Source: an optimization exercise on an open RTL-to-GDS flow (aim: small area). Production flows keep margins and buffers that such runs may drop. In this exercise RTL edits were held to simulation tests only and were not proved equivalent to the original. Power figures rest on the tool's default switching activity, not on a simulated workload.

==> flow/design.v <==
`default_nettype none
module miner_dispatch #(
    parameter int START_HOLD  = 4,
    parameter int ARM_TIMEOUT = 16,
    parameter int DRAIN       = 6,
    parameter int RX_GAP      = 1000000
) (
    input  wire logic         clk,
    input  wire logic         rst_n,
    input  wire logic [7:0]   rx_data,
    input  wire logic         rx_valid,
    output      logic         rx_ready,
    output      logic [255:0] midstate,
    output      logic [95:0]  data2,
    output      logic         start_mining,
    input  wire logic         miner_busy,
    input  wire logic         got_ticket,
    input  wire logic [31:0]  golden_nonce,
    output      logic [7:0]   tx_data,
    output      logic         tx_valid,
    input  wire logic         tx_ready,
    output      logic         dispatch_busy,
    output      logic         err_arm
);
    localparam int c_MAX_A = (START_HOLD > ARM_TIMEOUT) ? START_HOLD : ARM_TIMEOUT;
    localparam int c_TMAX  = (c_MAX_A > DRAIN) ? c_MAX_A : DRAIN;
    localparam int c_TW    = (c_TMAX > 1) ? $clog2(c_TMAX) : 1;
    localparam logic [c_TW-1:0] c_HOLD_LAST  = c_TW'(START_HOLD - 1);
    localparam logic [c_TW-1:0] c_ARM_LAST   = c_TW'(ARM_TIMEOUT - 1);
    localparam logic [c_TW-1:0] c_DRAIN_LAST = c_TW'(DRAIN - 1);
    localparam logic [5:0]      c_CNT_LAST   = 6'd43;
    localparam logic [5:0]      c_CNT_FULL   = 6'd44;
    typedef enum logic [2:0] {
        S_IDLE      = 3'd0,
        S_LOAD      = 3'd1,
        S_START     = 3'd2,
        S_WAIT_BUSY = 3'd3,
        S_RUN       = 3'd4,
        S_DRAIN     = 3'd5,
        S_SEND      = 3'd6
    } state_t;
    state_t          r_state, w_state_nxt;
    logic [351:0]    r_frame;
    logic [5:0]      r_cnt, w_cnt_nxt;
    logic            r_pend, w_pend_nxt;
    logic [c_TW-1:0] r_tmr;
    logic [31:0]     r_result;
    logic [1:0]      r_byte_idx;
    logic [1:0]      w_idx_nxt;
    logic            w_accept, w_load, w_tx_fire, w_ticket, w_arm_expire, w_gap_hit;
    assign w_accept  = rx_valid && rx_ready;
    assign w_load    = (r_state == S_LOAD);
    assign w_tx_fire = tx_valid && tx_ready;
    assign w_idx_nxt = r_byte_idx + 2'd1;
    assign w_gap_hit = 1'b0;
    always_comb begin
        w_cnt_nxt  = r_cnt;
        w_pend_nxt = r_pend;
        if (w_load) begin
            w_pend_nxt = 1'b0;
            if (r_cnt == c_CNT_FULL) w_cnt_nxt = 6'd0;
        end
        if (w_accept) begin
            if (r_cnt == c_CNT_LAST) begin
                if (r_pend && !w_load) begin
                    w_cnt_nxt = c_CNT_FULL;
                end else begin
                    w_pend_nxt = 1'b1;
                    w_cnt_nxt  = 6'd0;
                end
            end else begin
                w_cnt_nxt = r_cnt + 6'd1;
            end
        end else if (w_gap_hit) begin
            w_cnt_nxt = 6'd0;
        end
    end
    always_comb begin
        w_state_nxt  = r_state;
        w_ticket     = 1'b0;
        w_arm_expire = 1'b0;
        case (r_state)
            S_IDLE:      if (r_pend) w_state_nxt = S_LOAD;
            S_LOAD:      w_state_nxt = S_START;
            S_START:     if (r_tmr == c_HOLD_LAST) w_state_nxt = S_WAIT_BUSY;
            S_WAIT_BUSY: begin
                if (miner_busy) begin
                    w_state_nxt = S_RUN;
                end else if (r_tmr == c_ARM_LAST) begin
                    w_state_nxt  = S_IDLE;
                    w_arm_expire = 1'b1;
                end
            end
            S_RUN: begin
                if (got_ticket) begin
                    w_state_nxt = S_SEND;
                    w_ticket    = 1'b1;
                end else if (r_pend) begin
                    w_state_nxt = S_LOAD;
                end else if (!miner_busy) begin
                    w_state_nxt = S_DRAIN;
                end
            end
            S_DRAIN: begin
                if (got_ticket) begin
                    w_state_nxt = S_SEND;
                    w_ticket    = 1'b1;
                end else if (r_pend) begin
                    w_state_nxt = S_LOAD;
                end else if (r_tmr == c_DRAIN_LAST) begin
                    w_state_nxt = S_IDLE;
                end
            end
            S_SEND:      if (w_tx_fire && (r_byte_idx == 2'd3)) w_state_nxt = S_IDLE;
            default:     w_state_nxt = S_IDLE;
        endcase
    end
    always_ff @(posedge clk or negedge rst_n) begin
        if (!rst_n) r_state <= S_IDLE;
        else        r_state <= w_state_nxt;
    end
    always_ff @(posedge clk or negedge rst_n) begin
        if (!rst_n) begin
            r_frame           <= '0;
            r_cnt             <= '0;
            r_pend            <= 1'b0;
            r_tmr             <= '0;
            r_result          <= '0;
            r_byte_idx        <= '0;
            rx_ready      <= 1'b1;
            midstate      <= '0;
            data2         <= '0;
            start_mining  <= 1'b0;
            tx_valid      <= 1'b0;
            tx_data       <= '0;
            dispatch_busy <= 1'b0;
            err_arm       <= 1'b0;
        end else begin
            if (w_accept) r_frame <= {rx_data, r_frame[351:8]};
            r_cnt        <= w_cnt_nxt;
            r_pend       <= w_pend_nxt;
            rx_ready <= !(w_pend_nxt && (w_cnt_nxt == c_CNT_FULL));
            if (w_state_nxt != r_state) begin
                r_tmr <= '0;
            end else if ((r_state == S_START) || (r_state == S_WAIT_BUSY) ||
                         (r_state == S_DRAIN)) begin
                r_tmr <= r_tmr + c_TW'(1);
            end
            if (w_load) begin
                midstate <= r_frame[255:0];
                data2    <= r_frame[351:256];
            end
            start_mining  <= (w_state_nxt == S_START);
            dispatch_busy <= (w_state_nxt != S_IDLE);
            err_arm       <= w_arm_expire;
            if (w_ticket) begin
                r_result     <= golden_nonce;
                r_byte_idx   <= 2'd0;
                tx_valid <= 1'b1;
                tx_data  <= golden_nonce[7:0];
            end else if (w_tx_fire) begin
                if (r_byte_idx == 2'd3) begin
                    tx_valid <= 1'b0;
                end else begin
                    r_byte_idx  <= w_idx_nxt;
                    tx_data <= r_result[{w_idx_nxt, 3'b000} +: 8];
                end
            end
        end
    end
endmodule
`default_nettype wire
==> flow/run.sh <==
#!/bin/bash
# synth_recipe.tcl (not shown) runs the flow's synth.tcl, then flattens the netlist and writes it again
# the make line also repeats each setting of config.mk as NAME=value (left out here)
make -C /OpenROAD-flow-scripts/flow DESIGN_CONFIG=/design/flow/config.mk WORK_HOME=/design/flow/orfs CLKGATE_MAP_FILE= SYNTH_SCRIPT=/design/flow/synth_recipe.tcl finish
==> flow/config.mk <==
export PLATFORM = sky130hd
export DESIGN_NAME = miner_dispatch
export DESIGN_NICKNAME = miner_dispatch
export VERILOG_FILES = /design/flow/design.v
export SDC_FILE = /design/flow/constraint.sdc
export NUM_CORES = 4
export LEC_CHECK = 0
export CAP_MARGIN = 20
export CORE_MARGIN = 2
export CORE_UTILIZATION = 40
export PLACE_DENSITY = 0.6
export SLEW_MARGIN = 20
==> flow/constraint.sdc <==
create_clock -name core_clock -period 10.0 [get_ports {clk}]
set_input_delay 2.0000 -clock core_clock [delete_from_list [all_inputs] [get_ports {clk}]]
set_output_delay 2.0000 -clock core_clock [all_outputs]
set_load 0.01 [all_outputs]
==> impl_metrics.csv, run 1 <==
group,metric,value,unit
final_layout,synthToLayoutAreaGrowth,26.5,%
drt,vias_per_cell,4.82,
logic_synthesis,yosysUniqueCellTypes,42,
clock_network,cts_max_level,3,
worst_setup_path,rr_endpoint,"midstate[21]",
timing,fmax,237,MHz
logic_synthesis,yosysTopAreaCell,"dfrtp_1",
timing,hold_viol,0,
timing,rsz0062_at_grt,"no",
drt,wl_per_cell,17.8,um
floorplan,die_area,74600,sq um
logic_synthesis,yosysMostFrequentCell,"nand2_1",
outcome,status,"timing/DRC/antenna clean",
clock_network,cts_hold_buf,0,
global_routing,grt_pass1_wl,111000,um
global_routing,overflow,0,
power_and_ir_drop,pwr_density_cell,220,nW/um^2
worst_setup_path,crit-reg2reg-launch,"r_state[1]",
logic_synthesis,mappedNetlistArea,29000,sq um
logic_synthesis,async_flop_share,100,%
timing,fin_crit,4.22,ns
worst_setup_path,worstSetupPathType,"input pin to flop",
drt,drtIter0Drc,1431,
logic_synthesis,synth_common_cells,"1163 x nand2_1, 764 x dfrtp_1, 352 x mux2_2",
final_layout,drive_gt1_share,17.3,%
clock_network,cts_tree,"built",
final_layout,layout.nets,2961,
hold_path,hold_path_end,"r_result[29]",
floorplan,initial_core_util,40.4,%
worst_setup_path,cp-start-kind,"input pin",
timing,tightest_slew,1.02,ns
hold_path,min_path_type,"flop to flop",
placed_design,port_buffers,410,
clock_network,root_buffer,"clkbuf_16",
worst_setup_path,r2r_cells,4,
drt,drc_errors,0,
clock_network,cts_buffers,82,
global_routing,grt_pass1_vias,19500,
timing,fin_tns_setup,0,ns
timing,timing.final.crit_share,42.2,%
drt,wirelength,69800,um
worst_setup_path,end_kind,"flop",
logic_synthesis,synth-edff-count,0,
global_routing,grt_max_degree,194,
hold_path,hold_path_depth,2,
floorplan,placeableCoreArea,71600,sq um
clock_network,clock_path_buffers,3,
logic_synthesis,yosys-top-cells-area,"dfrtp_1 66%, nand2_1 15%, mux2_2 14%",
clock_network,clkTransAtPathRegs,0.06,ns
logic_synthesis,synth_seq_cells,765,
power_and_ir_drop,finalPower,8.08,mW
placed_design,hpwl,45000,um
logic_synthesis,synth-main-ff-cell,"dfrtp_1",
worst_setup_path,required,10.54,ns
timing,relSlewSlack,31.8,%
drt,vias,18900,
logic_synthesis,yosysWarningCount,1,
global_routing,grt_use_total,18.8,%
clock_network,cts_resized,0,
logic_synthesis,synthesis.nets,2580,
worst_setup_path,worstPathArrival,4.76,ns
clock_network,clock_latency,0.62,ns
timing,finalSetupViolCount,0,
logic_synthesis,netlist_instances,2529,
timing,slew_violations,0,
floorplan,dieWidth,273,um
global_routing,antenna_found_initial,2,
clock_network,clock-sinks,765,
job,maxCapViolCount,0,
power_and_ir_drop,ir_worst_vdd,0.134,mV
timing,skew,0.0247,ns
logic_synthesis,synth_top_cell_area_share,66.0,%
worst_setup_path,cp_max_fo,70,
logic_synthesis,seq_area_frac_synth,66.1,%
floorplan,io_pins,411,
power_and_ir_drop,cellLeakagePower,19.0,nW
final_layout,num_antenna_cells,0,
logic_synthesis,avgSynthCellArea,11.5,sq um
hold_path,min-delay-start,"r_result[29]",
floorplan,die_y,273,um
drt,first_pass_iters,7,
placed_design,gp_congestion,0.813,
worst_setup_path,reg2reg_slack,6.18,ns
drt,ant_nets,0,
clock_network,post-cts-setup-buffers,0,
floorplan,std_cell_rows,98,
-- flip-flops by register name (all words and copies together) (netlist names) --
name           flops
data2             96
dispatch_busy      1
err_arm            1
midstate         256
r_byte_idx         2
r_cnt              6
r_frame          352
r_pend             1
r_result          32
r_state            3
r_tmr              4
rx_ready           1
start_mining       1
tx_data            8
tx_valid           1
-- final cells by class --
| cell class | count | area [sq um] |
|---|---|---|
| fill | 6316 | 35000 |
| sequential | 765 | 19100 |
| multi-input combinational | 1624 | 9250 |
| timing repair buffer | 430 | 4340 |
| clock buffer | 119 | 2390 |
| tap | 950 | 1190 |
| clock inverter | 25 | 299 |
| inverter | 7 | 26.3 |
-- critical path, stage by stage --
cell and delay, ns:
clkdlybuf4s50_1 0.53, and2_4 0.56, buf_4 0.69, buf_4 0.66, nand2_1 0.14, nand2_1 0.08
-- metrics by stage --
stage	setup slack (ns)	cell area [sq um]	hold WS, ns	util, %	cells
6_report	5.78	36600	0.469	51.2	3920
5_1_grt	5.58	36600	0.488	51.2	3920
4_1_cts	5.82	36600	0.475	51.1	3919
3_5_place_dp	5.17	33900	0.460	47.4	3775
3_3_place_gp	5.22	33900	0.453	47.3	3774
2_1_floorplan	6.74	29000	0.440	-	2529
-- worst max path at each step --
stage                           from          end  slack, ns  depth (start not counted)
after global placement      rx_valid  r_frame[29]       5.22                          6
final                       rx_valid  r_frame[14]       5.78                          6
after CTS                   rx_valid  r_frame[81]       5.82                          6
after detailed placement    rx_valid  r_frame[29]       5.17                          6
after global routing        rx_valid  r_frame[85]       5.58                          6
after floorplan           got_ticket     r_tmr[1]       6.74                          5
-- report_power, final --
part | internal, mW | leakage, nW | switching (mW) | total [mW]
clock network | 1.79 | 1.32 | 1.21 | 3.00
logic | 0.658 | 7.23 | 0.596 | 1.25
registers | 3.51 | 10.5 | 0.312 | 3.82
-- per-layer routing --
metal / track usage, % / wire length (um) / vias to the layer above
li1: - / - / 8890
met1: 25.3 / 31100 / 9549
met2: 29.3 / 32200 / 375
met3: 6.00 / 4960 / 87
met4: 5.28 / 1480 / 4
met5: 0 / 23 / -
-- cells in the final DEF, fill, tap and decap left out, types with 5 or more instances in the layout --
| cell type | count |
|---|---|
| nand3_1 | 5 |
| clkinv_2 | 12 |
| ha_1 | 5 |
| o21ai_0 | 14 |
| dfrtp_1 | 764 |
| clkbuf_1 | 19 |
| bufinv_16 | 5 |
| nand4_1 | 6 |
| inv_1 | 7 |
| clkbuf_8 | 16 |
| nor2_1 | 9 |
| nand2_1 | 1162 |
| mux4_2 | 8 |
| mux2i_1 | 9 |
| buf_4 | 12 |
| clkbuf_16 | 84 |
| clkdlybuf4s50_1 | 409 |
| mux2_2 | 352 |
-- cells by family after synthesis --
| group | synth area share, % |
|---|---|
| simple gates | 16.0 |
| flops | 66.1 |
| mux | 14.6 |
| buf+inv | 1.99 |
| compound gates | 0.847 |
| xor+xnor | 0.181 |
| fa+ha+maj | 0.216 |
==> inputs of run 2 (changes only) <==
==> flow/design.v (replaced) <==
`default_nettype none
module miner_dispatch (
    input  wire logic         clk,
    input  wire logic         rst_n,
    input  wire logic [7:0]   rx_data,
    input  wire logic         rx_valid,
    output      logic         rx_ready,
    output      logic [255:0] midstate,
    output      logic [95:0]  data2,
    output      logic         start_mining,
    input  wire logic         miner_busy,
    input  wire logic         got_ticket,
    input  wire logic [31:0]  golden_nonce,
    output      logic [7:0]   tx_data,
    output      logic         tx_valid,
    input  wire logic         tx_ready,
    output      logic         dispatch_busy,
    output      logic         err_arm
);
    logic [351:0] r_frame;
    logic [5:0]   r_cnt;
    logic         r_pend;
    logic         r_park;
    logic         r_load, r_nload, r_wait, r_run, r_drain;
    logic [3:0]   r_tmr;
    logic [23:0]  r_res;       
    logic [1:0]   r_idx;
    logic         w_acc, w_nacc, w_c43, w_fire, w_last, w_ticket, w_pend_go;
    logic         w_hold_last, w_arm_last, w_drain_last;
    logic         n_load, n_start, n_wait, n_run, n_drain, n_txv, n_stay, n_err;
    assign w_acc  = rx_valid & rx_ready;
    assign w_nacc = ~rx_valid | r_park;
    assign w_c43  = (r_cnt == 6'd43);
    assign w_fire = tx_valid & tx_ready;
    assign w_last = (r_idx == 2'd3);
    assign w_hold_last  = (r_tmr == 4'd3);
    assign w_arm_last   = (r_tmr == 4'd15);
    assign w_drain_last = (r_tmr == 4'd5);
    assign w_ticket  = (r_run | r_drain) & got_ticket;
    assign w_pend_go = (r_run | r_drain) & ~got_ticket & r_pend;
    assign n_load  = (~dispatch_busy & r_pend) | w_pend_go;
    assign n_start = r_load | (start_mining & ~w_hold_last);
    assign n_wait  = (start_mining & w_hold_last) | (r_wait & ~miner_busy & ~w_arm_last);
    assign n_err   = r_wait & ~miner_busy & w_arm_last;
    assign n_run   = (r_wait & miner_busy) | (r_run & ~got_ticket & ~r_pend & miner_busy);
    assign n_drain = (r_run & ~got_ticket & ~r_pend & ~miner_busy) |
                     (r_drain & ~got_ticket & ~r_pend & ~w_drain_last);
    assign n_txv   = w_ticket | (tx_valid & ~(tx_ready & w_last));
    assign n_stay  = (start_mining & n_start) | (r_wait & n_wait) | (r_drain & n_drain);
    always_ff @(posedge clk) begin
        r_frame <= ({352{w_acc}} & {rx_data, r_frame[351:8]}) | ({352{w_nacc}} & r_frame);
        r_tmr   <= n_stay ? r_tmr + 4'd1 : 4'd0;
        if (w_ticket) begin
            r_res <= golden_nonce[31:8];
            r_idx <= 2'd0;
        end else if (w_fire) begin
            r_res[15:0] <= r_res[23:8];
            r_idx       <= r_idx + 2'd1;
        end
    end
    always_ff @(posedge clk or negedge rst_n) begin
        if (!rst_n) begin
            r_cnt         <= 6'd0;
            r_pend        <= 1'b0;
            r_park        <= 1'b0;
            rx_ready      <= 1'b1;
            r_load        <= 1'b0;
            r_nload       <= 1'b1;
            start_mining  <= 1'b0;
            r_wait        <= 1'b0;
            r_run         <= 1'b0;
            r_drain       <= 1'b0;
            tx_valid      <= 1'b0;
            dispatch_busy <= 1'b0;
            err_arm       <= 1'b0;
            tx_data       <= 8'd0;
            midstate      <= '0;
            data2         <= '0;
        end else begin
            if (w_acc) r_cnt <= w_c43 ? 6'd0 : r_cnt + 6'd1;
            r_pend   <= (r_pend & ~r_load) | (w_acc & w_c43);
            r_park   <= (r_park & ~r_load) | (r_pend & ~r_load & w_acc & w_c43);
            rx_ready <= ~((r_park & ~r_load) | (r_pend & ~r_load & w_acc & w_c43));
            r_load        <= n_load;
            r_nload       <= ~n_load;
            start_mining  <= n_start;
            r_wait        <= n_wait;
            r_run         <= n_run;
            r_drain       <= n_drain;
            tx_valid      <= n_txv;
            err_arm       <= n_err;
            dispatch_busy <= n_load | n_start | n_wait | n_run | n_drain | n_txv;
            {data2, midstate} <= ({352{r_load}} & r_frame) | ({352{r_nload}} & {data2, midstate});
            if (w_ticket)                tx_data <= golden_nonce[7:0];
            else if (w_fire && !w_last)  tx_data <= r_res[7:0];
        end
    end
endmodule
`default_nettype wire
==> run 2 against run 1 <==
Clock skew decreased by 0.0063 ns. Routed wire length down 5.3%. Synthesized cell count down 30%. Highest routed layer is now met4. Synthesized area shrank 14%. Register-to-register slack improved by 0.35 ns. Die area decreased by 14%. Sequential power up 2%. First-iteration DRC count decreased by 20%. Setup slack improved by 0.26 ns. Sequential cell count is 5 lower. Largest power group unchanged. Global-route usage rose by 1.4 points. Cell area is 12% lower.
==> impl_metrics.csv, run 2 <==
group,metric,value,unit
clock_network,cts_max_level,3,
clock_network,cts_buffers,81,
global_routing,grt_pass1_wl,102000,um
logic_synthesis,yosysWarningCount,1,
placed_design,hpwl,39900,um
final_layout,layout_common_cells,"704 x a22o_1, 409 x clkdlybuf4s50_1, 375 x dfrtp_1, 358 x dfxtp_1, 87 x clkbuf_16",
timing,finalSetupViolCount,0,
drt,wl_per_cell,21.8,um
floorplan,die_y,254,um
drt,wl_met2,30400,um
drt,drtIter0Drc,1140,
global_routing,grt_pass1_vias,16700,
job,maxCapViolCount,0,
drt,first_pass_iters,5,
hold_path,min_path_type,"flop to flop",
power_and_ir_drop,cellLeakagePower,14.0,nW
clock_network,clkTransAtPathRegs,0.06,ns
clock_network,post-cts-setup-buffers,0,
placed_design,port_buffers,410,
timing,fin_crit,3.96,ns
drt,top_layer,"met4",
final_layout,drive_gt1_share,7.39,%
worst_setup_path,cp-start-kind,"input pin",
global_routing,overflow,0,
floorplan,io_pins,411,
floorplan,die_area,64400,sq um
timing,relSlewSlack,23.9,%
clock_network,clock-sinks,760,
drt,drc_errors,0,
clock_network,cts_resized,0,
floorplan,placeableCoreArea,61700,sq um
worst_setup_path,cp_max_fo,190,
timing,fmax,253,MHz
global_routing,grt_use_total,20.2,%
final_layout,largest_register_ffs,352,
drt,wirelength,66100,um
floorplan,std_cell_rows,91,
drt,ant_nets,0,
final_layout,multi_input_area,6960,sq um
final_layout,nFillCells,5273,
timing,hold_viol,0,
drt,vias_per_cell,5.46,
worst_setup_path,worstPathArrival,4.51,ns
final_layout,stdcell_count,3029,
timing,tightest_slew,1.14,ns
outcome,status,"timing/DRC/antenna clean",
worst_setup_path,end_kind,"flop",
drt,vias,16500,
power_and_ir_drop,ir_worst_vdd,0.159,mV
logic_synthesis,yosysMostFrequentCell,"a22o_1",
clock_network,cts_tree,"built",
floorplan,dieWidth,254,um
clock_network,clock_latency,0.62,ns
logic_synthesis,yosysUniqueCellTypes,39,
clock_network,clock_path_buffers,3,
clock_network,root_buffer,"clkbuf_16",
logic_synthesis,synthesis.nets,1832,
worst_setup_path,worstSetupPathType,"input pin to flop",
placed_design,gp_congestion,0.792,
global_routing,grt_max_degree,193,
final_layout,reg_top3,"r_frame: 352 flops, midstate: 256 flops, data2: 96 flops",
timing,skew,0.0183,ns
hold_path,hold_path_depth,2,
worst_setup_path,required,10.55,ns
timing,rsz0062_at_grt,"no",
logic_synthesis,seq_area_frac_synth,69.6,%
power_and_ir_drop,pwr_density_cell,262,nW/um^2
final_layout,final_common_cell,"a22o_1",
logic_synthesis,synth_common_cells,"704 x a22o_1, 376 x dfrtp_1, 358 x dfxtp_1",
worst_setup_path,r2r_cells,3,
floorplan,initial_core_util,40.4,%
final_layout,regMostFlops,"r_frame",
logic_synthesis,netlist_instances,1782,
timing,timing.final.crit_share,39.6,%
logic_synthesis,mappedNetlistArea,24900,sq um
logic_synthesis,synth_top_cell_area_share,37.7,%
clock_network,cts_hold_buf,0,
logic_synthesis,synth_seq_cells,760,
drt,wl_met3,4540,um
timing,slew_violations,0,
drt,wl_met1,29300,um
placed_design,dp.cells,2879,
logic_synthesis,synth-edff-count,24,
logic_synthesis,async_flop_share,49.7,%
final_layout,layout.nets,2175,
logic_synthesis,avgSynthCellArea,14.0,sq um
final_layout,synthToLayoutAreaGrowth,30.0,%
global_routing,antenna_found_initial,1,
logic_synthesis,yosys-top-cells-area,"dfrtp_1 38%, dfxtp_1 29%, a22o_1 25%",
timing,fin_tns_setup,0,ns
logic_synthesis,yosysTopAreaCell,"dfrtp_1",
placed_design,placed_area,29600,sq um
final_layout,final_area,32400,sq um
final_layout,ff_latch_area,17400,sq um
logic_synthesis,synth-main-ff-cell,"dfrtp_1",
run 2: cell count changes in the layout (fill, tap and decap cells not counted), sizes merged, moves of 11 or more:
cell	previous run	this run
a22o	2	704
mux2	352	1
dfxtp	0	358
nand2	1163	73
nor2	9	20
dfrtp	764	376
edfxtp	0	24
run 2: per-layer routing:
metal / vias up / GRT usage, %
met5: - / 0
met2: 429 / 30.6
met3: 101 / 5.84
met4: 0 / 7.28
li1: 7515 / -
met1: 8492 / 27.6
run 2: cell families (layout without fill, tap and decap cells):
| group | Yosys count | after routing | share of synthesized area [%] |
|---|---|---|---|
| multiplexers | 1 | 1 | 0.0452 |
| flip-flops | 760 | 760 | 69.6 |
| other | 0 | 1 | 0 |
| adder cells (fa/ha/maj) | 4 | 4 | 0.201 |
| AND/OR/NAND/NOR | 115 | 115 | 2.04 |
| XOR/XNOR | 8 | 8 | 0.281 |
| buffers and inverters | 168 | 577 | 2.58 |
| AO/OA/AOI/OAI | 726 | 726 | 25.3 |
run 2: stage by stage:
step           power, mW  hold slack (ns)  utilization, %  setup slack (ns)
6_report            8.48            0.473            52.5              6.04
5_1_grt             8.85            0.482            52.5              5.86
4_1_cts             8.57            0.472            52.5              6.04
3_5_place_dp        5.46            0.463            48.0              5.39
3_3_place_gp        5.43            0.443            48.0              5.45
2_1_floorplan       4.60            0.433               -              6.70
run 2: final cells by class:
class                           count  area share, %
Clock inverter                     30          0.969
Inverter                            4         0.0463
Tap cell                          837           3.23
Antenna cell                        1        0.00772
Timing Repair Buffer              424           13.1
Clock buffer                      119           7.64
Multi-Input combinational cell    854           21.5
Sequential cell                   760           53.5
run 2: power breakdown:
part | leakage (nW) | switching, mW | internal, mW
Combinational | 4.30 | 0.715 | 0.772
Clock | 1.37 | 1.23 | 1.86
Sequential | 8.36 | 0.401 | 3.51
Total | 14.0 | 2.34 | 6.13
run 2: final timing paths:
| check | start | end | slack, ns |
|---|---|---|---|
| min | r_idx[1] | r_idx[1] | 0.47 |
| max | rx_valid | r_frame[169] | 6.04 |
| max reg2reg | r_nload | midstate[205] | 6.53 |
| min in group asynchronous | rst_n | midstate[69] | 1.38 |
| max in group asynchronous | rst_n | midstate[220] | 7.10 |
| min reg2reg | r_idx[1] | r_idx[1] | 0.47 |
run 2: critical path: stages:
cell and delay (ns):
clkdlybuf4s50_1 0.54, and2_4 0.76, buf_12 0.55, a22o_1 0.24
==> inputs of run 3 (changes only) <==
==> flow/flow/run.sh (new file) <==
#!/bin/bash
# Standard ORFS layout (standard.sh, unchanged synthesis), with two changes:
#  - port buffers are buf_1 instead of the resizer's default pick;
#  - CTS clusters up to 30 sinks per leaf buffer and inserts no dummy loads.
set -euo pipefail
bash standard.sh \
  "BUFFER_PORTS_ARGS=-buffer_cell sky130_fd_sc_hd__buf_1" \
  "CTS_ARGS=-sink_clustering_enable -repair_clock_nets -dont_use_dummy_load -sink_clustering_size 30 -sink_clustering_max_diameter 100" \
  finish > standard_flow.log 2>&1
==> flow/standard.sh (new file) <==
#!/bin/bash
# synth_recipe.tcl (not shown) runs the flow's synth.tcl, then flattens the netlist and writes it again
# the make line also repeats each setting of config.mk as NAME=value (left out here)
make -C /OpenROAD-flow-scripts/flow DESIGN_CONFIG=/design/flow/config.mk WORK_HOME=/design/flow/orfs CLKGATE_MAP_FILE= SYNTH_SCRIPT=/design/flow/synth_recipe.tcl "${@:-finish}"
removed: flow/run.sh
==> run 3 against run 2 <==
Sequential cell count unchanged. Count of clock-buffer cells in the layout decreased by 88. Non-clock buffer count unchanged. Still clean on timing, DRC and antenna.
==> impl_metrics.csv, run 3 <==
group,metric,value,unit
floorplan,dieWidth,254,um
final_layout,stdcell_count,2910,
hold_path,min_path_type,"flop to flop",
floorplan,std_cell_rows,91,
logic_synthesis,yosysTopAreaCell,"dfrtp_1",
final_layout,final_common_cell,"a22o_1",
timing,hold_ws,0.468,ns
drt,drtIter0Drc,1233,
worst_setup_path,worstSetupPathType,"input pin to flop",
placed_design,port_buffers,410,
clock_network,clock-sinks,760,
clock_network,cts_hold_buf,0,
clock_network,root_buffer,"clkbuf_16",
logic_synthesis,yosysUniqueCellTypes,39,
floorplan,die_area,64400,sq um
logic_synthesis,synth_top_cell_area_share,37.7,%
global_routing,grt_use_total,19.0,%
logic_synthesis,synth_seq_cells,760,
placed_design,hpwl,38600,um
worst_setup_path,cp_max_fo,202,
final_layout,num_antenna_cells,0,
logic_synthesis,yosys-top-cells-area,"dfrtp_1 38%, dfxtp_1 29%, a22o_1 25%",
timing,tightest_slew,1.23,ns
timing,worst_slack,6.12,ns
clock_network,clock_latency,0.63,ns
worst_setup_path,rr_endpoint,"r_cnt[5]",
global_routing,antenna_found_initial,0,
final_layout,regMostFlops,"r_frame",
logic_synthesis,yosysWarningCount,1,
worst_setup_path,cp-start-kind,"input pin",
drt,vias_per_cell,5.58,
final_layout,multi_input_area,6960,sq um
worst_setup_path,required,10.48,ns
clock_network,cts_resized,0,
logic_synthesis,mappedNetlistArea,24900,sq um
logic_synthesis,avgSynthCellArea,14.0,sq um
logic_synthesis,synth-main-ff-cell,"dfrtp_1",
floorplan,initial_core_util,40.4,%
worst_setup_path,cpMaxStageDelayCell,"buf_12",
timing,hold_viol,0,
timing,fin_crit,3.88,ns
drt,vias,16200,
drt,wl_per_cell,21.7,um
logic_synthesis,seq_area_frac_synth,69.6,%
worst_setup_path,reg2reg_slack,7.18,ns
placed_design,placed_area,27100,sq um
timing,skew,0.0561,ns
hold_path,hold_path_depth,1,
logic_synthesis,synth_common_cells,"704 x a22o_1, 376 x dfrtp_1, 358 x dfxtp_1",
final_layout,largest_register_ffs,352,
drt,drc_errors,0,
power_and_ir_drop,pwr_density_cell,233,nW/um^2
worst_setup_path,max_stage_delay,0.59,ns
drt,wirelength,63200,um
worst_setup_path,crit-reg2reg-launch,"rx_ready",
clock_network,clock_path_buffers,3,
worst_setup_path,worstPathArrival,4.36,ns
logic_synthesis,netlist_instances,1782,
global_routing,grt_pass1_wl,97700,um
worst_setup_path,r2r_cells,6,
final_layout,nFillCells,5610,
floorplan,placeableCoreArea,61700,sq um
final_layout,utilization,45.2,%
final_layout,synthToLayoutAreaGrowth,11.9,%
timing,slew_violations,0,
logic_synthesis,yosysMostFrequentCell,"a22o_1",
timing,rsz0062_at_grt,"no",
clock_network,cts_max_level,1,
global_routing,grt_max_degree,203,
drt,ant_nets,0,
final_layout,reg_top3,"r_frame: 352 flops, midstate: 256 flops, data2: 96 flops",
outcome,status,"timing/DRC/antenna clean",
final_layout,layout.nets,2125,
global_routing,overflow,0,
power_and_ir_drop,cellLeakagePower,12.1,nW
placed_design,gp_congestion,0.836,
hold_path,min-delay-start,"r_frame[320]",
clock_network,clkTransAtPathRegs,0.11,ns
timing,relSlewSlack,17.9,%
clock_network,cts_buffers,31,
placed_design,pre_cts_ws,5.36,ns
timing,timing.final.crit_share,38.8,%
floorplan,die_y,254,um
global_routing,grt_pass1_vias,15900,
job,maxCapViolCount,0,
clock_network,post-cts-setup-buffers,0,
final_layout,drive_gt1_share,2.80,%
logic_synthesis,synthesis.nets,1832,
final_layout,ff_latch_area,17400,sq um
power_and_ir_drop,finalPower,6.51,mW
hold_path,hold_path_end,"r_frame[312]",
floorplan,io_pins,411,
logic_synthesis,async_flop_share,49.7,%
power_and_ir_drop,ir_worst_vdd,0.180,mV
final_layout,layout_common_cells,"704 x a22o_1, 409 x buf_1, 375 x dfrtp_1, 358 x dfxtp_1, 73 x nand2_1",
worst_setup_path,path_cells,"buf_1 > and2_4 > buf_16 > buf_12 > nand4_1 > xor2_1 > nor2_1",
worst_setup_path,end_kind,"flop",
timing,fin_tns_setup,0,ns
clock_network,cts_tree,"built",
final_layout,final_area,27900,sq um
timing,fmax,258,MHz
placed_design,dp.cells,2877,
logic_synthesis,synth-edff-count,24,
drt,first_pass_iters,5,
timing,finalSetupViolCount,0,
## run 3: cell counts after synthesis
Identical to the previous run, type by type.
## run 3: worst max-delay path by stage
stage | start | to | slack, ns | depth (start not counted)
final | rx_valid | r_cnt[5] | 6.12 | 7
after global routing | rx_valid | r_cnt[5] | 5.97 | 7
after CTS | rx_valid | r_cnt[5] | 6.03 | 6
after detailed placement | rx_valid | r_cnt[5] | 5.36 | 6
after global placement | rx_valid | r_cnt[5] | 5.34 | 6
after floorplan | got_ticket | r_res[0] | 6.70 | 3
## run 3: critical path: cells and delay by family
family | cells | cell delay [ns]
buf+inv | 3 | 1.11
simple gates | 3 | 0.70
xor+xnor | 1 | 0.19
## run 3: routing by layer
| metal | global-route usage, % | part of all wire [%] | vias up |
|---|---|---|---|
| li1 | - | - | 7362 |
| met1 | 26.4 | 45 | 8408 |
| met2 | 29.5 | 46 | 387 |
| met3 | 4.63 | 6.4 | 82 |
| met4 | 5.50 | 2.9 | 0 |
| met5 | 0 | 0 | - |
## run 3: logic make-up (layout without fill, tap and decap cells)
family,count (synthesis),after routing,share of synthesized area [%]
flops,760,760,69.6
compound gates,726,726,25.3
buf+inv,168,459,2.58
simple gates,115,115,2.04
xor+xnor,8,8,0.281
fa+ha+maj,4,4,0.201
mux,1,1,0.0452
## run 3: power breakdown
part	leakage (nW)	switching (mW)	internal, mW	total (mW)
sequential	8.36	0.381	3.50	3.88
clock	0.382	0.895	0.556	1.45
combinational	3.38	0.717	0.460	1.18
## run 3: cell type report
class	count	share of cell area, %
tap	837	3.75
multi-input combinational	854	24.9
timing repair buffer	424	6.27
inverter	4	0.0538
sequential	760	62.2
clock buffer	31	2.78
==> inputs of run 4 (changes only) <==
--- a/flow/design.v
+++ b/flow/design.v
@@ -32,8 +32,8 @@
     assign w_nacc = ~rx_valid | r_park;
-    assign w_c43  = (r_cnt == 6'd43);
+    assign w_c43  = r_cnt[5] & r_cnt[3] & r_cnt[1] & r_cnt[0];
     assign w_fire = tx_valid & tx_ready;
     assign w_last = (r_idx == 2'd3);
-    assign w_hold_last  = (r_tmr == 4'd3);
-    assign w_arm_last   = (r_tmr == 4'd15);
-    assign w_drain_last = (r_tmr == 4'd5);
+    assign w_hold_last  = r_tmr[1] & r_tmr[0];
+    assign w_arm_last   = &r_tmr;
+    assign w_drain_last = r_tmr[2] & r_tmr[0];
     assign w_ticket  = (r_run | r_drain) & got_ticket;
==> flow/flow/run.sh (replaced) <==
#!/bin/bash
# Standard ORFS layout (standard.sh, unchanged synthesis), with two changes:
#  - port buffers are buf_1 instead of the resizer's default pick;
#  - CTS uses clkbuf_8, clusters of up to 20 sinks within 50 um, and no dummy loads.
set -euo pipefail
bash standard.sh \
  "BUFFER_PORTS_ARGS=-buffer_cell sky130_fd_sc_hd__buf_1" \
  "CTS_ARGS=-sink_clustering_enable -repair_clock_nets -dont_use_dummy_load -sink_clustering_size 20 -sink_clustering_max_diameter 50 -buf_list sky130_fd_sc_hd__clkbuf_8" \
  finish > standard_flow.log 2>&1
--- a/flow/config.mk
+++ b/flow/config.mk
@@ -9,4 +9,4 @@
 export CORE_MARGIN = 2
-export CORE_UTILIZATION = 40
-export PLACE_DENSITY = 0.6
+export CORE_UTILIZATION = 65
+export PLACE_DENSITY = 0.75
 export SLEW_MARGIN = 20
==> run 4 against run 3 <==
Combinational power shrank about 10%. Routed wire length down 8.3%. Final cell count is 11% lower. Cell area down 1.8%. Largest power group unchanged. Register-to-register slack worse by 0.42 ns.
==> impl_metrics.csv, run 4 <==
group,metric,value,unit
logic_synthesis,synthesis.nets,1825,
clock_network,cts_buffers,50,
placed_design,placed_area,26600,sq um
floorplan,io_pins,411,
timing,rsz0062_at_grt,"no",
drt,wl_per_cell,22.2,um
timing,hold_viol,0,
clock_network,clock-sinks,760,
final_layout,layout.nets,2142,
placed_design,pre_cts_ws,5.54,ns
worst_setup_path,worstSetupPathType,"input pin to flop",
worst_setup_path,cp-start-kind,"input pin",
outcome,status,"timing/DRC/antenna clean",
global_routing,antenna_found_initial,1,
logic_synthesis,synth_top_cell_area_share,37.8,%
drt,vias_per_cell,6.33,
global_routing,grt_pass1_vias,15600,
power_and_ir_drop,ir_worst_vdd,0.170,mV
clock_network,cts_max_level,2,
hold_path,min_path_type,"flop to flop",
logic_synthesis,yosysUniqueCellTypes,41,
placed_design,dp.cells,2550,
floorplan,die_area,39900,sq um
clock_network,clkTransAtPathRegs,0.07,ns
logic_synthesis,async_flop_share,49.7,%
logic_synthesis,synth_seq_cells,760,
clock_network,cts_tree,"built",
timing,slew_violations,0,
worst_setup_path,crit-reg2reg-launch,"r_load",
logic_synthesis,avgSynthCellArea,14.0,sq um
final_layout,final_common_cell,"a22o_1",
placed_design,port_buffers,410,
logic_synthesis,seq_area_frac_synth,69.7,%
clock_network,cts_hold_buf,0,
final_layout,layout_common_cells,"706 x a22o_1, 409 x buf_1, 375 x dfrtp_1, 358 x dfxtp_1, 77 x nand2_1",
worst_setup_path,cp_max_fo,86,
timing,skew,0.0587,ns
final_layout,synthToLayoutAreaGrowth,10.1,%
final_layout,reg_top3,"r_frame: 352 flops, midstate: 256 flops, data2: 96 flops",
logic_synthesis,yosys-top-cells-area,"dfrtp_1 38%, dfxtp_1 29%, a22o_1 25%",
timing,tightest_slew,1.09,ns
global_routing,grt_use_total,28.5,%
logic_synthesis,synth_common_cells,"706 x a22o_1, 376 x dfrtp_1, 358 x dfxtp_1",
logic_synthesis,yosysWarningCount,1,
drt,vias,16500,
final_layout,final_area,27400,sq um
worst_setup_path,end_kind,"flop",
worst_setup_path,crit_start,"rx_valid",
timing,fin_crit,3.89,ns
timing,finalSetupViolCount,0,
global_routing,overflow,0,
final_layout,largest_register_ffs,352,
final_layout,stdcell_count,2603,
timing,fmax,257,MHz
placed_design,gp_congestion,0.812,
worst_setup_path,required,10.56,ns
clock_network,cts_resized,0,
global_routing,grt_max_degree,167,
clock_network,root_buffer,"clkbuf_8",
timing,timing.final.crit_share,38.9,%
logic_synthesis,netlist_instances,1776,
floorplan,placeableCoreArea,37700,sq um
logic_synthesis,synth-edff-count,24,
drt,wirelength,57900,um
drt,drc_errors,0,
job,maxCapViolCount,0,
drt,drtIter0Drc,1358,
floorplan,die_y,200,um
final_layout,utilization,72.7,%
logic_synthesis,yosysTopAreaCell,"dfrtp_1",
timing,worst_slack,6.11,ns
final_layout,regMostFlops,"r_frame",
timing,relSlewSlack,27.1,%
placed_design,hpwl,36200,um
power_and_ir_drop,finalPower,6.30,mW
power_and_ir_drop,pwr_density_cell,230,nW/um^2
clock_network,post-cts-setup-buffers,0,
timing,fin_tns_setup,0,ns
global_routing,grt_pass1_wl,89100,um
logic_synthesis,yosysMostFrequentCell,"a22o_1",
logic_synthesis,mappedNetlistArea,24900,sq um
clock_network,clock_latency,0.68,ns
floorplan,initial_core_util,66.1,%
floorplan,dieWidth,200,um
timing,hold_ws,0.475,ns
drt,first_pass_iters,5,
hold_path,min-delay-start,"r_tmr[0]",
clock_network,clock_path_buffers,3,
worst_setup_path,worstPathArrival,4.44,ns
drt,ant_nets,0,
power_and_ir_drop,cellLeakagePower,12.1,nW
logic_synthesis,synth-main-ff-cell,"dfrtp_1",
final_layout,drive_gt1_share,3.83,%
floorplan,std_cell_rows,71,
[run 4: power breakdown]
part           leakage [nW]  internal, mW  switching [mW]  total [mW]
Combinational          3.39         0.452           0.611        1.06
Sequential             8.35          3.53           0.390        3.92
Clock                 0.360         0.450           0.875        1.32
[run 4: worst paths after layout]
kind | end | slack, ns | depth (start not counted)
hold reg to reg | r_tmr[0] | 0.47 | 1
hold / removal | r_tmr[0] | 0.47 | 1
max in group asynchronous | r_load | 6.99 | 3
setup reg to reg | midstate[43] | 6.76 | 3
setup / recovery | r_frame[35] | 6.11 | 5
min in group asynchronous | midstate[44] | 1.47 | 2
[run 4: per-layer routing]
layer / track usage [%] / vias to the layer above / share of wire (%)
li1: - / 7376 / -
met1: 42.4 / 8473 / 45
met2: 41.6 / 543 / 45
met3: 7.43 / 89 / 8.0
met4: 7.82 / 0 / 2.5
met5: 0 / - / 0
[run 4: cell type report]
cell class	count	area, sq um
clock buffer	50	688
multi-input combinational	849	6920
sequential	760	17400
fill	2651	10300
timing repair buffer	428	1770
antenna	1	2.50
inverter	4	15.0
tap	511	639
[run 4: kinds of logic after synthesis]
| logic type | Yosys count | share of synthesized area [%] |
|---|---|---|
| buffers and inverters | 167 | 2.52 |
| flip-flops | 760 | 69.7 |
| AND/OR/NAND/NOR | 111 | 1.89 |
| XOR/XNOR | 6 | 0.211 |
| adder cells (fa/ha/maj) | 3 | 0.151 |
| AO/OA/AOI/OAI | 727 | 25.4 |
| multiplexers | 2 | 0.0905 |
[run 4: critical path, cell delays in order]
cell and delay (ns):
buf_1 0.13, nand2b_4 0.56, buf_4 0.60, buf_4 0.79, a22o_1 0.25
==> inputs of run 5 (changes only) <==
--- a/flow/design.v
+++ b/flow/design.v
@@ -19,3 +19,5 @@
 );
-    logic [351:0] r_frame;
+    logic [351:0] r_frame_n;
+    logic [351:0] r_job_n;
+    logic         r_nvld;
     logic [5:0]   r_cnt;
@@ -49,4 +51,6 @@
     assign n_stay  = (start_mining & n_start) | (r_wait & n_wait) | (r_drain & n_drain);
+    assign {data2, midstate} = ~(r_job_n | {352{r_nvld}});
     always_ff @(posedge clk) begin
-        r_frame <= ({352{w_acc}} & {rx_data, r_frame[351:8]}) | ({352{w_nacc}} & r_frame);
+        r_frame_n <= ({352{w_acc}} & {~rx_data, r_frame_n[351:8]}) | ({352{w_nacc}} & r_frame_n);
+        r_job_n   <= ({352{r_load}} & r_frame_n) | ({352{r_nload}} & r_job_n);
         r_tmr   <= n_stay ? r_tmr + 4'd1 : 4'd0;
@@ -76,4 +80,3 @@
             tx_data       <= 8'd0;
-            midstate      <= '0;
-            data2         <= '0;
+            r_nvld        <= 1'b1;
         end else begin
@@ -92,3 +95,3 @@
             dispatch_busy <= n_load | n_start | n_wait | n_run | n_drain | n_txv;
-            {data2, midstate} <= ({352{r_load}} & r_frame) | ({352{r_nload}} & {data2, midstate});
+            if (r_load) r_nvld <= 1'b0;
             if (w_ticket)                tx_data <= golden_nonce[7:0];
==> run 5 against run 4 <==
Still clean. Global-route usage decreased by 0.26 points. Setup slack got worse by 1.0 ns. Routed wire length decreased by 0.31%. Final cell count increased by 14%. Total power increased by 1.9%. Sequential cell count increased by 1. Sequential share of layout area decreased by 5.3 points. Critical path depth decreased by 2. Count of clock-buffer cells in the layout increased by 1. Highest routed layer unchanged. Critical endpoint is now data2[16]. Via count increased by 9.4%. Die area decreased by 1.0%. Register-to-register slack improved by 0.03 ns.
==> impl_metrics.csv, run 5 <==
group,metric,value,unit
outcome,status,"timing/DRC/antenna clean",
floorplan,std_cell_rows,71,
logic_synthesis,yosys-top-cells-area,"dfxtp_1 58%, a22o_1 25%, nor2_1 5.6%",
logic_synthesis,yosysWarningCount,1,
clock_network,clock_path_buffers,3,
power_and_ir_drop,p_sw_share,30.7,%
clock_network,clock-sinks,761,
timing,rsz0062_at_grt,"no",
worst_setup_path,cp-start-kind,"flop",
worst_setup_path,end_kind,"output pin",
drt,wl_per_cell,19.4,um
logic_synthesis,synth-main-ff-cell,"dfxtp_1",
global_routing,overflow,0,
power_and_ir_drop,pwr_density_cell,239,nW/um^2
logic_synthesis,netlist_instances,2180,
logic_synthesis,synthesis.nets,2229,
final_layout,final_common_cell,"dfxtp_1",
timing,finalSetupViolCount,0,
final_layout,multi_input_area,8250,sq um
logic_synthesis,synth_common_cells,"710 x dfxtp_1, 697 x a22o_1, 369 x nor2_1",
final_layout,nFillCells,2836,
global_routing,grt_max_degree,221,
clock_network,cts_tree,"built",
timing,hold_viol,0,
worst_setup_path,cp_top_family,"buffers and inverters",
logic_synthesis,async_flop_share,3.55,%
logic_synthesis,synth-edff-count,24,
final_layout,layout_common_cells,"710 x dfxtp_1, 697 x a22o_1, 410 x buf_1, 369 x nor2_1, 90 x nand2_1",
power_and_ir_drop,cellLeakagePower,10.2,nW
worst_setup_path,worstSetupPathType,"flop to output pin",
timing,hold_ws,0.448,ns
drt,wl_met2,25600,um
placed_design,placed_area,26200,sq um
logic_synthesis,synth_seq_cells,761,
power_and_ir_drop,power_switching,1.97,mW
clock_network,post-cts-setup-buffers,0,
power_and_ir_drop,combPwrFrac,18.6,%
timing,relSlewSlack,24.8,%
clock_network,clkTransAtPathRegs,0.11,ns
timing,timing.final.crit_share,49.4,%
timing,tightest_slew,1.13,ns
job,maxCapViolCount,0,
global_routing,antenna_found_initial,1,
timing,worst_slack,5.06,ns
global_routing,grt_pass1_wl,90200,um
worst_setup_path,cp_max_fo,103,
power_and_ir_drop,p_int,4.45,mW
logic_synthesis,yosysUniqueCellTypes,41,
timing,slew_violations,0,
logic_synthesis,synth_top_cell_area_share,57.7,%
logic_synthesis,yosysTopAreaCell,"dfxtp_1",
drt,vias_per_cell,6.07,
floorplan,die_area,39400,sq um
drt,vias,18000,
logic_synthesis,mappedNetlistArea,24600,sq um
worst_setup_path,path_cells,"buf_4 > nor2_1 > buf_1",
power_and_ir_drop,p_seq_share,60.6,%
drt,wl_met1,26400,um
logic_synthesis,seq_area_frac_synth,63.4,%
clock_network,root_buffer,"clkbuf_8",
logic_synthesis,yosysMostFrequentCell,"dfxtp_1",
placed_design,gp_congestion,0.803,
worst_setup_path,worstPathArrival,2.94,ns
drt,wl_met3,3750,um
logic_synthesis,avgSynthCellArea,11.3,sq um
timing,fin_crit,4.94,ns
power_and_ir_drop,finalPower,6.43,mW
power_and_ir_drop,clock_power_share,20.8,%
final_layout,drive_gt1_share,3.14,%
worst_setup_path,max_stage_delay,0.92,ns
final_layout,reg_top3,"r_frame_n: 352 flops, r_job_n: 352 flops, r_res: 24 flops",
drt,top_layer,"met4",
clock_network,cts_resized,0,
floorplan,io_pins,411,
global_routing,grt_pass1_vias,16600,
floorplan,die_y,199,um
clock_network,cts_hold_buf,0,
placed_design,hpwl,35400,um
placed_design,pre_cts_ws,5.10,ns
drt,wirelength,57700,um
power_and_ir_drop,ir_worst_vdd,0.178,mV
drt,first_pass_iters,7,
timing,fin_tns_setup,0,ns
drt,drtIter0Drc,1461,
final_layout,synthToLayoutAreaGrowth,9.33,%
timing,skew,0.0444,ns
global_routing,grt_use_total,28.2,%
clock_network,clock_latency,0.68,ns
floorplan,initial_core_util,65.7,%
floorplan,dieWidth,199,um
clock_network,cts_buffers,51,
timing,fmax,203,MHz
worst_setup_path,required,8.00,ns
clock_network,cts_max_level,2,
final_layout,final_area,26900,sq um
drt,ant_nets,0,
placed_design,port_buffers,410,
final_layout,layout.nets,2507,
drt,drc_errors,0,
floorplan,placeableCoreArea,37500,sq um
worst_setup_path,crit_buf_inv,2,
hold_path,min_path_type,"flop to flop",
worst_setup_path,cpMaxStageDelayCell,"dfstp_4",
final_layout,ff_latch_area,15600,sq um
[run 5: path summary, 6_finish.rpt]
| check | start | end | slack [ns] | cells past startpoint |
|---|---|---|---|---|
| min in group asynchronous | rst_n | dispatch_busy | 1.32 | 2 |
| max in group asynchronous | rst_n | r_nvld | 8.34 | 2 |
| min | r_frame_n[4] | r_job_n[4] | 0.45 | 1 |
| max | r_nvld | data2[16] | 5.06 | 3 |
| min reg2reg | r_frame_n[4] | r_job_n[4] | 0.45 | 1 |
| max reg2reg | r_park | r_frame_n[149] | 6.79 | 4 |
[run 5: per-layer routing]
metal  vias to the layer above  global-route usage [%]
li1                       8448                       -
met1                      8927                    40.7
met2                       543                    42.6
met3                       107                    5.17
met4                         0                    10.2
met5                         -                       0
[run 5: power by group through the flow]
| stage | sequential (mW) | clock (mW) | combinational [mW] |
|---|---|---|---|
| floorplan | 3.76 | 0 | 0.908 |
| global placement | 3.95 | 0 | 1.15 |
| detailed placement | 3.96 | 0 | 1.17 |
| CTS | 3.90 | 1.37 | 1.18 |
| global route | 3.94 | 1.48 | 1.31 |
| finish | 3.89 | 1.34 | 1.20 |
[run 5: cell families after synthesis]
| kind of cell | share of synthesized area [%] |
|---|---|
| and+or+nand+nor | 7.49 |
| buffers and inverters | 3.13 |
| adders and majority gates | 0.152 |
| DFF | 63.4 |
| AOI/OAI and AO/OA | 25.6 |
| xor gates and xnor gates | 0.213 |
[run 5: area by class of cell]
cell class	count	area share [%]
Timing Repair Buffer	426	6.27
Inverter	4	0.0558
Multi-Input combinational cell	1214	30.6
Tap cell	511	2.38
Sequential cell	761	58.0
Clock buffer	51	2.61
Antenna cell	1	0.00930
[run 5: stage by stage]
stage                     cells  utilization [%]
after floorplan            2180                -
after global placement     2915             69.9
after detailed placement   2915             69.9
after CTS                  2966             71.7
after global routing       2968             71.8
final                      2968             71.8
==> inputs of run 6 (changes only) <==
--- a/flow/design.v
+++ b/flow/design.v
@@ -28,3 +28,2 @@
     logic [23:0]  r_res;       
-    logic [1:0]   r_idx;
     logic         w_acc, w_nacc, w_c43, w_fire, w_last, w_ticket, w_pend_go;
@@ -36,3 +35,3 @@
     assign w_fire = tx_valid & tx_ready;
-    assign w_last = (r_idx == 2'd3);
+    assign w_last = r_tmr[1] & r_tmr[0];
     assign w_hold_last  = r_tmr[1] & r_tmr[0];
@@ -55,10 +54,6 @@
         r_job_n   <= ({352{r_load}} & r_frame_n) | ({352{r_nload}} & r_job_n);
-        r_tmr   <= n_stay ? r_tmr + 4'd1 : 4'd0;
-        if (w_ticket) begin
-            r_res <= golden_nonce[31:8];
-            r_idx <= 2'd0;
-        end else if (w_fire) begin
-            r_res[15:0] <= r_res[23:8];
-            r_idx       <= r_idx + 2'd1;
-        end
+        if (n_stay || (w_fire && !w_last)) r_tmr <= r_tmr + 4'd1;
+        else if (!(tx_valid && !tx_ready)) r_tmr <= 4'd0;
+        if (w_ticket)    r_res <= golden_nonce[31:8];
+        else if (w_fire) r_res[15:0] <= r_res[23:8];
     end
==> run 6 against run 5 <==
Via count down 0.13%. First-iteration DRC count down 10%. Critical path depth unchanged. Sequential cell count down 2. Critical path type unchanged. Largest power group unchanged. Highest routed layer unchanged.
==> impl_metrics.csv, run 6 <==
group,metric,value,unit
outcome,status,"timing/DRC/antenna clean",
hold_path,min_path_type,"flop to flop",
global_routing,grt_use_total,28.5,%
worst_setup_path,worstSetupPathType,"flop to output pin",
floorplan,std_cell_rows,71,
timing,fin_tns_setup,0,ns
logic_synthesis,yosysTopAreaCell,"dfxtp_1",
final_layout,reg_top3,"r_frame_n: 352 flops, r_job_n: 352 flops, r_res: 24 flops",
placed_design,port_buffers,410,
logic_synthesis,synth_top_family_by_area,"compound AO/OA/AOI/OAI gates",
power_and_ir_drop,pwr_density_cell,239,nW/um^2
logic_synthesis,synthXorXnorAreaFrac,0.178,%
power_and_ir_drop,cellLeakagePower,10.2,nW
logic_synthesis,netlist_instances,2176,
floorplan,die_area,39400,sq um
placed_design,gp_congestion,0.868,
global_routing,grt_pass1_wl,90200,um
drt,drtIter0Drc,1314,
placed_design,hpwl,36200,um
logic_synthesis,yosys-top-cells-area,"dfxtp_1 57%, a22o_1 25%, nor2_1 5.6%",
placed_design,pre_cts_ws,5.44,ns
floorplan,io_pins,411,
global_routing,grt_pass1_vias,16300,
final_layout,layout.nets,2503,
floorplan,placeableCoreArea,37500,sq um
floorplan,initial_core_util,65.6,%
final_layout,nFillCells,2883,
logic_synthesis,synth-edff-count,28,
clock_network,cts_resized,0,
job,maxCapViolCount,0,
timing,slew_violations,0,
logic_synthesis,yosysWarningCount,1,
global_routing,antenna_found_initial,0,
power_and_ir_drop,finalPower,6.42,mW
worst_setup_path,cp_max_fo,106,
final_layout,final_common_cell,"dfxtp_1",
worst_setup_path,worstPathArrival,3.07,ns
timing,tightest_slew,1.10,ns
drt,first_pass_iters,5,
final_layout,num_antenna_cells,0,
worst_setup_path,max_stage_delay,1.03,ns
worst_setup_path,cpMaxStageDelayCell,"dfstp_4",
clock_network,clkTransAtPathRegs,0.10,ns
timing,relSlewSlack,26.8,%
clock_network,root_buffer,"clkbuf_8",
worst_setup_path,required,8.00,ns
drt,vias,18000,
clock_network,clock-sinks,759,
timing,worst_slack,4.93,ns
logic_synthesis,mappedNetlistArea,24600,sq um
timing,fin_crit,5.07,ns
logic_synthesis,seq_area_frac_synth,63.4,%
logic_synthesis,synth_top_cell_area_share,57.3,%
logic_synthesis,yosysMostFrequentCell,"dfxtp_1",
drt,wl_per_cell,19.7,um
placed_design,placed_area,26200,sq um
logic_synthesis,synth_simple_gate_area_share,7.48,%
floorplan,die_y,199,um
floorplan,dieWidth,199,um
final_layout,layout_common_cells,"704 x dfxtp_1, 696 x a22o_1, 410 x buf_1, 369 x nor2_1, 87 x nand2_1",
power_and_ir_drop,ir_worst_vdd,0.171,mV
global_routing,grt_max_degree,195,
timing,timing.final.crit_share,50.7,%
timing,finalSetupViolCount,0,
drt,vias_per_cell,6.08,
worst_setup_path,path_cells,"buf_4 > nor2_1 > buf_1",
timing,skew,0.0696,ns
logic_synthesis,yosysUniqueCellTypes,42,
clock_network,cts_tree,"built",
clock_network,clock_latency,0.68,ns
final_layout,drive_gt1_share,3.18,%
clock_network,clock_path_buffers,3,
worst_setup_path,crit_buf_inv,2,
drt,drc_errors,0,
worst_setup_path,end_kind,"output pin",
worst_setup_path,cp_top_family,"buffers and inverters",
global_routing,overflow,0,
drt,wirelength,58400,um
timing,fmax,197,MHz
clock_network,cts_hold_buf,0,
clock_network,post-cts-setup-buffers,0,
logic_synthesis,synth_seq_cells,759,
logic_synthesis,synthesis.nets,2225,
logic_synthesis,avgSynthCellArea,11.3,sq um
final_layout,final_area,26900,sq um
drt,ant_nets,0,
clock_network,cts_max_level,2,
logic_synthesis,synth-main-ff-cell,"dfxtp_1",
timing,hold_viol,0,
logic_synthesis,synth_common_cells,"704 x dfxtp_1, 696 x a22o_1, 369 x nor2_1",
worst_setup_path,cp-start-kind,"flop",
final_layout,synthToLayoutAreaGrowth,9.27,%
logic_synthesis,async_flop_share,3.56,%
logic_synthesis,synth_compound_area_share,25.6,%
logic_synthesis,synth_adder_area_share,0.153,%
timing,rsz0062_at_grt,"no",
logic_synthesis,synth_mux_area_share,0,%
clock_network,cts_buffers,50,
==> run 6: cell types whose count changed after synthesis, sizes merged, moves of 2 or more <==
cell	change
buf	+22
clkbuf	-23
dfxtp	-6
edfxtp	+4
inv	+2
nand2	-3
nand3b	+2
nor3b	-2
==> run 6: kinds of logic (layout without fill, tap and decap cells) <==
kind of cell	count (synthesis)	in the layout
xor gates and xnor gates	5	5
AOI/OAI and AO/OA	728	728
DFF	759	759
and+or+nand+nor	475	475
adders and majority gates	3	3
buffers and inverters	206	482
==> run 6: metal layers <==
layer / global-route usage (%) / wire length, um / vias to the layer above
met5: 0 / 0 / -
met4: 8.84 / 1570 / 0
met3: 4.54 / 3930 / 88
met2: 42.2 / 26000 / 640
met1: 43.0 / 27000 / 8838
li1: - / - / 8435
==> run 6: power by group <==
part | total, mW | switching (mW) | internal [mW]
Clock | 1.33 | 0.877 | 0.450
Sequential | 3.90 | 0.408 | 3.49
Combinational | 1.19 | 0.694 | 0.499
==> run 6: worst paths after layout <==
path | start | to | slack (ns) | cells past startpoint
max in group asynchronous | rst_n | r_nload | 8.39 | 2
worst min-delay path | r_job_n[78] | r_job_n[78] | 0.47 | 1
min in group asynchronous | rst_n | r_pend | 1.29 | 2
worst max-delay path | r_nvld | midstate[9] | 4.93 | 3
worst max register to register | r_nload | r_job_n[133] | 6.77 | 3
worst min register to register | r_job_n[78] | r_job_n[78] | 0.47 | 1
==> run 6: layout make-up <==
class / count / area (sq um) / share of cell area [%]
Tap cell: 511 / 639 / 2.38
Clock buffer: 50 / 688 / 2.56
Inverter: 6 / 22.5 / 0.0838
Timing Repair Buffer: 426 / 1680 / 6.24
Multi-Input combinational cell: 1211 / 8240 / 30.6
Sequential cell: 759 / 15600 / 58.1
==> run 6: stage by stage <==
stage	utilization (%)	std cells	hold WS [ns]
after global placement	69.9	2913	0.452
after global routing	71.7	2963	0.490
after floorplan	-	2176	0.440
after detailed placement	69.9	2913	0.453
final	71.7	2963	0.474
after CTS	71.7	2963	0.476
==> inputs of run 7 (changes only) <==
--- a/flow/design.v
+++ b/flow/design.v
@@ -28,2 +28,3 @@
     logic [23:0]  r_res;       
+    logic [7:0]   w_next_byte;
     logic         w_acc, w_nacc, w_c43, w_fire, w_last, w_ticket, w_pend_go;
@@ -49,2 +50,5 @@
     assign n_txv   = w_ticket | (tx_valid & ~(tx_ready & w_last));
+    assign w_next_byte = ({8{~r_tmr[1] & ~r_tmr[0]}} & r_res[7:0]) |
+                         ({8{~r_tmr[1] &  r_tmr[0]}} & r_res[15:8]) |
+                         ({8{ r_tmr[1] & ~r_tmr[0]}} & r_res[23:16]);
     assign n_stay  = (start_mining & n_start) | (r_wait & n_wait) | (r_drain & n_drain);
@@ -56,4 +60,3 @@
         else if (!(tx_valid && !tx_ready)) r_tmr <= 4'd0;
-        if (w_ticket)    r_res <= golden_nonce[31:8];
-        else if (w_fire) r_res[15:0] <= r_res[23:8];
+        if (w_ticket) r_res <= golden_nonce[31:8];
     end
@@ -92,3 +95,3 @@
             if (w_ticket)                tx_data <= golden_nonce[7:0];
-            else if (w_fire && !w_last)  tx_data <= r_res[7:0];
+            else if (w_fire && !w_last)  tx_data <= w_next_byte;
         end
==> run 7 against run 6 <==
Global-route usage increased by 0.36 points. Sequential cell count unchanged. Largest cell class unchanged. Via count decreased by 0.72%. Clock skew increased by 0.0071 ns. Register-to-register slack about the same. Synthesized cell count decreased by 1.7%.
==> impl_metrics.csv, run 7 <==
group,metric,value,unit
worst_setup_path,crit-reg2reg-launch,"r_load",
clock_network,cts_buffers,52,
logic_synthesis,yosysWarningCount,1,
drt,vias_per_cell,6.11,
outcome,status,"timing/DRC/antenna clean",
floorplan,dieWidth,198,um
job,maxCapViolCount,0,
drt,drtIter0Drc,1410,
logic_synthesis,synth-main-ff-cell,"dfxtp_1",
drt,vias,17900,
drt,wl_per_cell,20.1,um
floorplan,io_pins,411,
logic_synthesis,synth_seq_cells,759,
placed_design,hpwl,35800,um
logic_synthesis,synthesis.nets,2190,
drt,ant_nets,0,
logic_synthesis,synth-edff-count,28,
clock_network,clock_latency,0.67,ns
global_routing,grt_use_total,28.9,%
clock_network,clock-sinks,759,
power_and_ir_drop,p_sw_share,30.9,%
timing,tightest_slew,1.12,ns
hold_path,hold_path_end,"r_load",
placed_design,gp_congestion,0.809,
worst_setup_path,worstPathArrival,3.02,ns
drt,drc_errors,0,
drt,first_pass_iters,6,
global_routing,grt_pass1_vias,16500,
power_and_ir_drop,cellLeakagePower,10.1,nW
clock_network,cts_resized,0,
logic_synthesis,yosysMostFrequentCell,"dfxtp_1",
logic_synthesis,mappedNetlistArea,24500,sq um
final_layout,layout.nets,2468,
clock_network,cts_hold_buf,0,
logic_synthesis,seq_area_frac_synth,63.6,%
power_and_ir_drop,ir_worst_vdd,0.180,mV
power_and_ir_drop,p_seq_share,59.6,%
final_layout,reg_top3,"r_frame_n: 352 flops, r_job_n: 352 flops, r_res: 24 flops",
logic_synthesis,avgSynthCellArea,11.5,sq um
timing,timing.final.crit_share,50.2,%
final_layout,drive_gt1_share,3.19,%
floorplan,die_area,39300,sq um
placed_design,port_buffers,410,
clock_network,cts_max_level,2,
timing,skew,0.0767,ns
final_layout,utilization,71.9,%
logic_synthesis,async_flop_share,3.56,%
worst_setup_path,r2r_cells,3,
final_layout,final_common_cell,"dfxtp_1",
worst_setup_path,reg2reg_slack,6.77,ns
worst_setup_path,cp_max_fo,110,
worst_setup_path,required,8.00,ns
floorplan,placeableCoreArea,37400,sq um
global_routing,grt_pass1_wl,91600,um
logic_synthesis,yosysTopAreaCell,"dfxtp_1",
floorplan,initial_core_util,65.6,%
hold_path,min-delay-start,"dispatch_busy",
global_routing,overflow,0,
timing,slew_violations,0,
timing,fmax,199,MHz
clock_network,post-cts-setup-buffers,0,
worst_setup_path,end_kind,"output pin",
final_layout,synthToLayoutAreaGrowth,9.49,%
logic_synthesis,netlist_instances,2138,
floorplan,std_cell_rows,71,
hold_path,min_path_type,"flop to flop",
power_and_ir_drop,clock_power_share,20.8,%
clock_network,root_buffer,"clkbuf_8",
logic_synthesis,yosys-top-cells-area,"dfxtp_1 57%, a22o_1 25%, nor2_1 5.6%",
timing,fin_crit,5.02,ns
logic_synthesis,synth_common_cells,"704 x dfxtp_1, 696 x a22o_1, 369 x nor2_1",
global_routing,antenna_found_initial,1,
worst_setup_path,worstSetupPathType,"flop to output pin",
hold_path,hold_path_depth,1,
timing,finalSetupViolCount,0,
clock_network,clkTransAtPathRegs,0.11,ns
timing,rsz0062_at_grt,"no",
power_and_ir_drop,p_int,4.47,mW
floorplan,die_y,198,um
drt,wirelength,58700,um
timing,fin_tns_setup,0,ns
worst_setup_path,rr_endpoint,"r_job_n[146]",
power_and_ir_drop,power_switching,2.00,mW
global_routing,grt_max_degree,239,
final_layout,layout_common_cells,"704 x dfxtp_1, 696 x a22o_1, 410 x buf_1, 369 x nor2_1, 52 x clkbuf_8",
clock_network,cts_tree,"built",
timing,relSlewSlack,25.3,%
logic_synthesis,yosysUniqueCellTypes,39,
logic_synthesis,synth_top_cell_area_share,57.4,%
power_and_ir_drop,combPwrFrac,19.5,%
power_and_ir_drop,pwr_density_cell,241,nW/um^2
clock_network,clock_path_buffers,3,
timing,hold_viol,0,
worst_setup_path,cp-start-kind,"flop",
run 7: changes by cell type in the layout (fill, tap and decap cells not counted), sizes merged, moves of 2 or more:
cell / previous run / this run
ha: 3 / 6
o21ai: 11 / 18
a31oi: 9 / 1
a21oi: 1 / 9
a222oi: 0 / 8
nand2: 87 / 30
clkbuf: 50 / 52
run 7: logic make-up after synthesis:
kind of cell,after synthesis,synth area share [%]
DFF,759,63.6
AOI/OAI and AO/OA,744,26.1
and+or+nand+nor,417,6.62
buffers and inverters,207,3.17
adders and majority gates,6,0.306
xor gates and xnor gates,5,0.178
run 7: stage by stage:
stage / setup WS, ns / power [mW] / hold WS (ns) / cells / instance area [sq um]
5_1_grt: 4.85 / 6.78 / 0.492 / 2926 / 26900
2_1_floorplan: 6.48 / 4.69 / 0.440 / 2138 / 24500
3_3_place_gp: 5.65 / 5.13 / 0.452 / 2872 / 26100
4_1_cts: 4.97 / 6.49 / 0.473 / 2924 / 26800
6_report: 4.98 / 6.47 / 0.465 / 2926 / 26900
3_5_place_dp: 5.64 / 5.16 / 0.453 / 2872 / 26100
run 7: cell type report:
| class | instances | area, sq um |
|---|---|---|
| Antenna cell | 1 | 2.50 |
| Timing Repair Buffer | 425 | 1700 |
| Inverter | 6 | 22.5 |
| Multi-Input combinational cell | 1172 | 8170 |
| Sequential cell | 759 | 15600 |
| Clock buffer | 52 | 716 |
| Tap cell | 511 | 639 |
| Fill cell | 2815 | 10500 |
run 7: worst max path at each step:
stage                           from              to  slack (ns)  cells past startpoint
after global placement      rx_valid  r_frame_n[265]        5.65                      4
after global routing          r_nvld   midstate[110]        4.85                      3
final                         r_nvld   midstate[110]        4.98                      3
after CTS                     r_nvld    midstate[57]        4.97                      3
after detailed placement    rx_valid  r_frame_n[277]        5.64                      4
after floorplan           got_ticket        r_res[0]        6.48                      2
run 7: power by group through the flow:
stage	Sequential, mW	Combinational (mW)	Clock, mW
after floorplan	3.76	0.931	0
after detailed placement	3.93	1.23	0
after global placement	3.92	1.21	0
after global routing	3.91	1.38	1.49
final	3.86	1.26	1.35
after CTS	3.87	1.24	1.38
run 7: worst max-delay path, stage by stage, from the launching register on:
cell and delay, ns:
dfstp_4 1.01, buf_4 0.85, nor2_1 0.14, buf_1 0.18
run 7: routing by layer:
| layer | GRT usage, % | wire [um] | part of all wire [%] |
|---|---|---|---|
| met5 | 0 | 0 | 0 |
| met4 | 10.3 | 1640 | 2.8 |
| met3 | 4.55 | 3690 | 6.3 |
| met1 | 42.2 | 26600 | 45 |
| met2 | 43.6 | 26700 | 46 |

[static timing again, ports no longer ideal]
The flow's constraints put no driver on any port. The routed layouts listed below were extracted and timed again, unchanged, in two steps. Step 1 (the two cells are an assumption about what drives the block):
set clk [get_ports {clk}]
set_driving_cell -lib_cell sky130_fd_sc_hd__clkbuf_16 $clk
set_driving_cell -lib_cell sky130_fd_sc_hd__buf_2 [delete_from_list [all_inputs] $clk]
Step 2 adds t to the input delays and takes it off the output delays; t is the mean of the earliest and latest rising clock arrival at the registers after step 1. Input paths then give back, and output paths get back, about the clock's delay inside the block. Three values: ideal ports, drivers, drivers and shift; two values: the first two.
run	shift t [ns]	slack for setup (ns)	worst data-port slew with drivers (ns)
run 1	0.667	5.777 / 5.812 / 5.145	0.09
run 2	0.663	6.040 / 6.046 / 5.384	0.07
run 3	0.659	6.120 / 6.136 / 5.477	0.07
run 4	0.699	6.112 / 6.113 / 5.414	0.08
run 5	0.705	5.065 / 5.010 / 5.022	0.07
run 6	0.699	4.935 / 4.882 / 5.386	0.07
run 7	0.686	4.981 / 4.928 / 5.615	0.07
After both steps every run listed still meets setup and hold. For run 4, which loses most, drivers alone change the setup slack by +0.001 ns; drivers and shift together by -0.698 ns.
